This design comes from an exercise in tuning for small area, a short achievable clock period and few clock cycles per item on the open sky130 flow, not from production work.
Only simulation tests tie the RTL to the original design; equivalence was not proved.
Power and IR drop assume default switching activity.

== run A ==
==> flow/design.v <==
package miss_pkg;
    localparam int NLINE_W    = 26;
    localparam int SET_W      = 6;
    localparam int TAG_W      = 20;
    localparam int WAY_W      = 2;
    localparam int BEATS      = 4;
    localparam int BEAT_W     = 2;
    localparam int DATA_W     = 64;
    localparam int ID_W       = 4;
    localparam int MSHR_N     = 4;
    localparam int MSHR_W     = 2;
    localparam int DATA_DEPTH = 8;
    localparam int META_DEPTH = 2;
    localparam int ALLOC_W    = NLINE_W + WAY_W + BEAT_W + 2 * ID_W + 1;
    localparam int DATA_AW    = $clog2(DATA_DEPTH);
    localparam int META_AW    = $clog2(META_DEPTH);
    typedef struct packed {
        logic [NLINE_W-1:0] nline;
        logic [WAY_W-1:0]   way;
        logic [BEAT_W-1:0]  word;
        logic [ID_W-1:0]    sid;
        logic [ID_W-1:0]    tid;
        logic               need_rsp;
    } miss_alloc_t;
    typedef struct packed {
        logic        valid;
        miss_alloc_t req;
    } mshr_entry_t;
    typedef struct packed {
        logic [NLINE_W-1:0] nline;
        logic [MSHR_W-1:0]  id;
    } mem_req_t;
    typedef struct packed {
        logic [DATA_W-1:0] data;
        logic [MSHR_W-1:0] id;
        logic              error;
        logic              last;
    } mem_resp_t;
    typedef struct packed {
        logic [MSHR_W-1:0] id;
        logic              error;
    } refill_meta_t;
    typedef struct packed {
        logic [SET_W-1:0]  set;
        logic [WAY_W-1:0]  way;
        logic [BEAT_W-1:0] beat;
        logic [DATA_W-1:0] data;
    } refill_wr_t;
    typedef struct packed {
        logic [SET_W-1:0] set;
        logic [WAY_W-1:0] way;
        logic             valid;
        logic [TAG_W-1:0] tag;
    } dir_entry_t;
    typedef struct packed {
        logic [DATA_W-1:0] data;
        logic [ID_W-1:0]   sid;
        logic [ID_W-1:0]   tid;
        logic              error;
    } core_rsp_t;
endpackage
`timescale 1ns/1ps
module miss_handler (
    input  logic                         clk_i,
    input  logic                         rst_ni,
    input  logic                         alloc_valid_i,
    input  logic [38:0]                  alloc_i,
    output logic                         alloc_ready_o,
    output logic                         mshr_full_o,
    output logic                         mem_req_valid_o,
    output logic [27:0]                  mem_req_o,
    input  logic                         mem_req_ready_i,
    input  logic                         mem_resp_valid_i,
    input  logic [67:0]                  mem_resp_i,
    output logic                         mem_resp_ready_o,
    output logic                         refill_req_o,
    input  logic                         refill_gnt_i,
    output logic                         refill_wr_valid_o,
    output logic [73:0]                  refill_wr_o,
    output logic                         dir_wr_valid_o,
    output logic [28:0]                  dir_wr_o,
    output logic                         core_rsp_valid_o,
    output logic [72:0]                  core_rsp_o,
    input  logic [miss_pkg::NLINE_W-1:0] check_nline_i,
    output logic                         check_hit_o,
    output logic                         mshr_empty_o
);
    localparam int N = miss_pkg::MSHR_N;
    miss_pkg::miss_alloc_t alloc_s;
    miss_pkg::mem_resp_t   resp_s;
    miss_pkg::refill_wr_t  wr_s;
    miss_pkg::dir_entry_t  dir_s;
    miss_pkg::core_rsp_t   rsp_s;
    assign alloc_s = alloc_i;
    assign resp_s  = mem_resp_i;
    logic [N-1:0]                  valid_q;
    logic [miss_pkg::NLINE_W-1:0]  nline_q [N];
    logic [miss_pkg::WAY_W-1:0]    way_q   [N];
    logic [miss_pkg::BEAT_W-1:0]   word_q  [N];
    logic [miss_pkg::ID_W-1:0]     sid_q   [N];
    logic [miss_pkg::ID_W-1:0]     tid_q   [N];
    logic [N-1:0]                  rsp_q;
    logic [miss_pkg::MSHR_W-1:0]   idx_q, idx_d;
    logic [N-1:0]                  valid_d;
    logic                          take, ret;
    logic [miss_pkg::MSHR_W-1:0]   rid;
    assign mshr_full_o  = &valid_q;
    assign mshr_empty_o = ~|valid_q;
    assign alloc_ready_o   = mem_req_ready_i && !mshr_full_o;
    assign mem_req_valid_o = alloc_valid_i && !mshr_full_o;
    assign mem_req_o       = {alloc_s.nline, idx_q};
    assign take            = alloc_valid_i && alloc_ready_o;
    always_comb begin
        check_hit_o = 1'b0;
        for (int i = 0; i < N; i++) begin
            if (valid_q[i] && (nline_q[i] == check_nline_i)) begin
                check_hit_o = 1'b1;
            end
        end
    end
    always_comb begin
        valid_d = valid_q;
        if (ret) begin
            valid_d[rid] = 1'b0;
        end
        if (take) begin
            valid_d[idx_q] = 1'b1;
        end
    end
    always_comb begin
        idx_d = idx_q;
        if (!(mem_req_valid_o && !mem_req_ready_i)) begin
            idx_d = '0;
            for (int i = N - 1; i >= 0; i--) begin
                if (!valid_d[i]) begin
                    idx_d = miss_pkg::MSHR_W'(i);
                end
            end
        end
    end
    always_ff @(posedge clk_i or negedge rst_ni) begin
        if (!rst_ni) begin
            valid_q <= '0;
            idx_q   <= '0;
        end else begin
            valid_q <= valid_d;
            idx_q   <= idx_d;
        end
    end
    always_ff @(posedge clk_i) begin
        for (int i = 0; i < N; i++) begin
            if (take && idx_q == miss_pkg::MSHR_W'(i)) begin
                nline_q[i] <= alloc_s.nline;
                way_q[i]   <= alloc_s.way;
                word_q[i]  <= alloc_s.word;
                sid_q[i]   <= alloc_s.sid;
                tid_q[i]   <= alloc_s.tid;
                rsp_q[i]   <= alloc_s.need_rsp;
            end
        end
    end
    logic [miss_pkg::BEAT_W-1:0] cnt_q;
    logic                        mid, fire;
    assign mid              = (cnt_q != '0);
    assign refill_req_o     = mem_resp_valid_i && !mid;
    assign mem_resp_ready_o = mid || refill_gnt_i;
    assign fire             = mem_resp_valid_i && mem_resp_ready_o;
    assign rid              = resp_s.id;
    assign ret              = fire && (cnt_q == miss_pkg::BEAT_W'(miss_pkg::BEATS - 1));
    always_ff @(posedge clk_i or negedge rst_ni) begin
        if (!rst_ni) begin
            cnt_q <= '0;
        end else if (fire) begin
            cnt_q <= cnt_q + 1'b1;
        end
    end
    assign refill_wr_valid_o = fire && !resp_s.error;
    assign wr_s.set  = nline_q[rid][miss_pkg::SET_W-1:0];
    assign wr_s.way  = way_q[rid];
    assign wr_s.beat = cnt_q;
    assign wr_s.data = resp_s.data;
    assign refill_wr_o = wr_s;
    assign dir_wr_valid_o = ret;
    assign dir_s.set   = nline_q[rid][miss_pkg::SET_W-1:0];
    assign dir_s.way   = way_q[rid];
    assign dir_s.valid = !resp_s.error;
    assign dir_s.tag   = nline_q[rid][miss_pkg::NLINE_W-1 -: miss_pkg::TAG_W];
    assign dir_wr_o    = dir_s;
    assign core_rsp_valid_o = fire && rsp_q[rid] && (cnt_q == word_q[rid]);
    assign rsp_s.data  = resp_s.data;
    assign rsp_s.sid   = sid_q[rid];
    assign rsp_s.tid   = tid_q[rid];
    assign rsp_s.error = resp_s.error;
    assign core_rsp_o  = rsp_s;
endmodule
export LEC_CHECK = 0
export CAP_MARGIN = 20
export CORE_MARGIN = 2
export CORE_UTILIZATION = 40
export SETUP_SLACK_MARGIN = 1.5
export SLEW_MARGIN = 20
create_clock -name core_clock -period 4.5 [get_ports {clk_i}]
run.sh (not shown) runs the stock make flow with config.mk's settings and CLKGATE_MAP_FILE= SYNTH_SCRIPT=/design/flow/synth_recipe.tcl, a recipe that flattens the netlist after the stock synthesis.
Run A: flow completed, timing, DRC and antenna clean
Testbench counts of run A, summed over its fixed seeds: cycles 9,977, items 2,400.
#### Input delta (run B over run A)
-- flow/config.mk --
<<< run A, line 11
export SETUP_SLACK_MARGIN = 1.5
>>> run B, line 11
export SETUP_SLACK_MARGIN = 1.0
### Flow results
Run B ended with every stage complete and zero timing, DRC or antenna violations. Between run B and run A, the met1 track demand over resource in global routing figures differ only marginally. The routed wire length of run B falls short of that of run A by 680 µm. Reported for run B and run A, sequential cell count turned out identical to the last digit. Of the two candidates, run A has the worse global-route wire length before repair and run B the better one. Run B ends up with a maximum achievable frequency that is 9.4% lower than in run A. Post-place instance area of run A is on par with run B. Between run A and run B, final worst-path cycle share increased. Reported for run B and run A, count of boundary I/O pins turned out identical to the last digit. NOTE non-clock buffer total of the final layout run A->run B decreased by a few percent.
For run C, these inputs were changed with respect to run B:
==> flow/flow/run.sh (new file) <==
#!/bin/bash
# Standard layout, with the port buffers made from plain buffers instead of
# the delay cells ORFS picks for sky130hd, and delay cells kept out of repair.
set -euo pipefail
cat >> config.mk <<'MK'
export BUFFER_PORTS_ARGS = -buffer_cell sky130_fd_sc_hd__buf_2
export DONT_USE_CELLS = sky130_fd_sc_hd__clkdlybuf4s15_1 sky130_fd_sc_hd__clkdlybuf4s15_2 sky130_fd_sc_hd__clkdlybuf4s18_1 sky130_fd_sc_hd__clkdlybuf4s18_2 sky130_fd_sc_hd__clkdlybuf4s25_1 sky130_fd_sc_hd__clkdlybuf4s25_2 sky130_fd_sc_hd__clkdlybuf4s50_1 sky130_fd_sc_hd__clkdlybuf4s50_2 sky130_fd_sc_hd__dlygate4sd1_1 sky130_fd_sc_hd__dlygate4sd2_1 sky130_fd_sc_hd__dlygate4sd3_1 sky130_fd_sc_hd__dlymetal6s2s_1 sky130_fd_sc_hd__dlymetal6s4s_1 sky130_fd_sc_hd__dlymetal6s6s_1

MK
bash standard.sh > standard.log 2>&1
==> flow/standard.sh (new file) <==
#!/bin/bash
# synth_recipe.tcl (not shown) runs the flow's synth.tcl, then flattens the netlist and writes it again
# the make line also repeats each setting of config.mk as NAME=value (left out here)
make -C /OpenROAD-flow-scripts/flow DESIGN_CONFIG=/design/flow/config.mk WORK_HOME=/design/flow/orfs CLKGATE_MAP_FILE= SYNTH_SCRIPT=/design/flow/synth_recipe.tcl "${@:-finish}"
-- flow/config.mk --
<<< run B, line 10
export CORE_UTILIZATION = 40
export SETUP_SLACK_MARGIN = 1.0
>>> run C, line 10
export CORE_UTILIZATION = 65
export CTS_BUF_LIST = sky130_fd_sc_hd__clkbuf_8
export PLACE_DENSITY = 0.8
export SETUP_SLACK_MARGIN = 1.5
<<< run B, line 13
>>> run C, line 15
export BUFFER_PORTS_ARGS = -buffer_cell sky130_fd_sc_hd__buf_2
export DONT_USE_CELLS = sky130_fd_sc_hd__clkdlybuf4s15_1 sky130_fd_sc_hd__clkdlybuf4s15_2 sky130_fd_sc_hd__clkdlybuf4s18_1 sky130_fd_sc_hd__clkdlybuf4s18_2 sky130_fd_sc_hd__clkdlybuf4s25_1 sky130_fd_sc_hd__clkdlybuf4s25_2 sky130_fd_sc_hd__clkdlybuf4s50_1 sky130_fd_sc_hd__clkdlybuf4s50_2 sky130_fd_sc_hd__dlygate4sd1_1 sky130_fd_sc_hd__dlygate4sd2_1 sky130_fd_sc_hd__dlygate4sd3_1 sky130_fd_sc_hd__dlymetal6s2s_1 sky130_fd_sc_hd__dlymetal6s4s_1 sky130_fd_sc_hd__dlymetal6s6s_1

removed: flow/run.sh
==> summary.txt <==
- The slew at the pin closest to its max-slew limit reported for run C is greater than that of run B by 0.45 ns.
- Changes observed in run C relative to run B: well-tap cell count now sits lower; post-route total power lower; routed wire length on met3 increased by about 50% relative to the old numbers; final weighted congestion in routability-driven placement grew by about 7%.
- Setup slack in run C is 0.22 ns higher than in run B
- Between run B and run C, the difference in cell count after synthesis is negligible.
- Run C has synthesis-to-finish area growth below what run B had.
- Compared with run B, in run C global-route met1 utilization rose 12 points, cell-internal power now sits lower, via count of the first global-routing pass has decreased.
[inputs] run D vs run C
-- flow/flow/run.sh --
<<< run C, line 6
export BUFFER_PORTS_ARGS = -buffer_cell sky130_fd_sc_hd__buf_2
>>> run D, line 6
export BUFFER_PORTS_ARGS = -buffer_cell sky130_fd_sc_hd__buf_1
<<< run C, line 8

>>> run D, line 8
-- flow/config.mk --
<<< run C, line 10
export CORE_UTILIZATION = 65
>>> run D, line 10
export CORE_UTILIZATION = 40
<<< run C, line 12
export PLACE_DENSITY = 0.8
export SETUP_SLACK_MARGIN = 1.5
>>> run D, line 12
export SETUP_SLACK_MARGIN = 1.75
<<< run C, line 15
export BUFFER_PORTS_ARGS = -buffer_cell sky130_fd_sc_hd__buf_2
>>> run D, line 14
export BUFFER_PORTS_ARGS = -buffer_cell sky130_fd_sc_hd__buf_1
<<< run C, line 17

>>> run D, line 16
Findings:
Run D vs run C on utilization of the core after routing: run D is the lower one. Run D against run C: power increased 250 µW; area of the core region increased 65%. Between run D and run C, routed via count divided by cell count is lower for run D, run C comes in above that. Taking run C over run D, the switching power summed over all nets ratio works out to 0.946. Higher static power due to leakage was reported by run C, not run D. Reported for run D and run C, count of endpoints failing setup in the final report turned out identical to the last digit. Run D against run C: met1 layer wirelength in the final routing higher, cell area increased by about 5% relative to the old numbers, weighted congestion at the end of routability-driven global placement went down by about 7%, largest incremental delay on the critical path shrank by 0.11 ns.

afterwards: timing with drivers on the ports:
In the flow no input, the clock included, has a driving cell. The finished layouts below were timed again as built, in two steps.
Step 1, drivers: a clkbuf_16 drives clk_i and a buf_2 each remaining input, both assumed.
Step 2 also shifts input and output timing later by t, the mid clock arrival at the registers, as if the neighbouring blocks saw the same clock.
Slacks: no drivers / after step 1 / after step 2; pairs: no drivers / after step 1.
run | shift t [ns] | slack for setup (ns) | worst slew at a driven data input, ns
run A | 0.462 | 1.451 / 1.406 / 1.406 | 0.21
run B | 0.455 | 1.134 / 1.057 / 1.057 | 0.20
run C | 0.484 | 1.358 / 1.329 / 1.329 | 0.26
run D | 0.489 | 1.462 / 1.403 / 1.403 | 0.22
After both steps every run listed still meets setup and hold. The setup slack of run B, which loses most, moves by -0.077 ns with the drivers and by -0.077 ns with both steps.
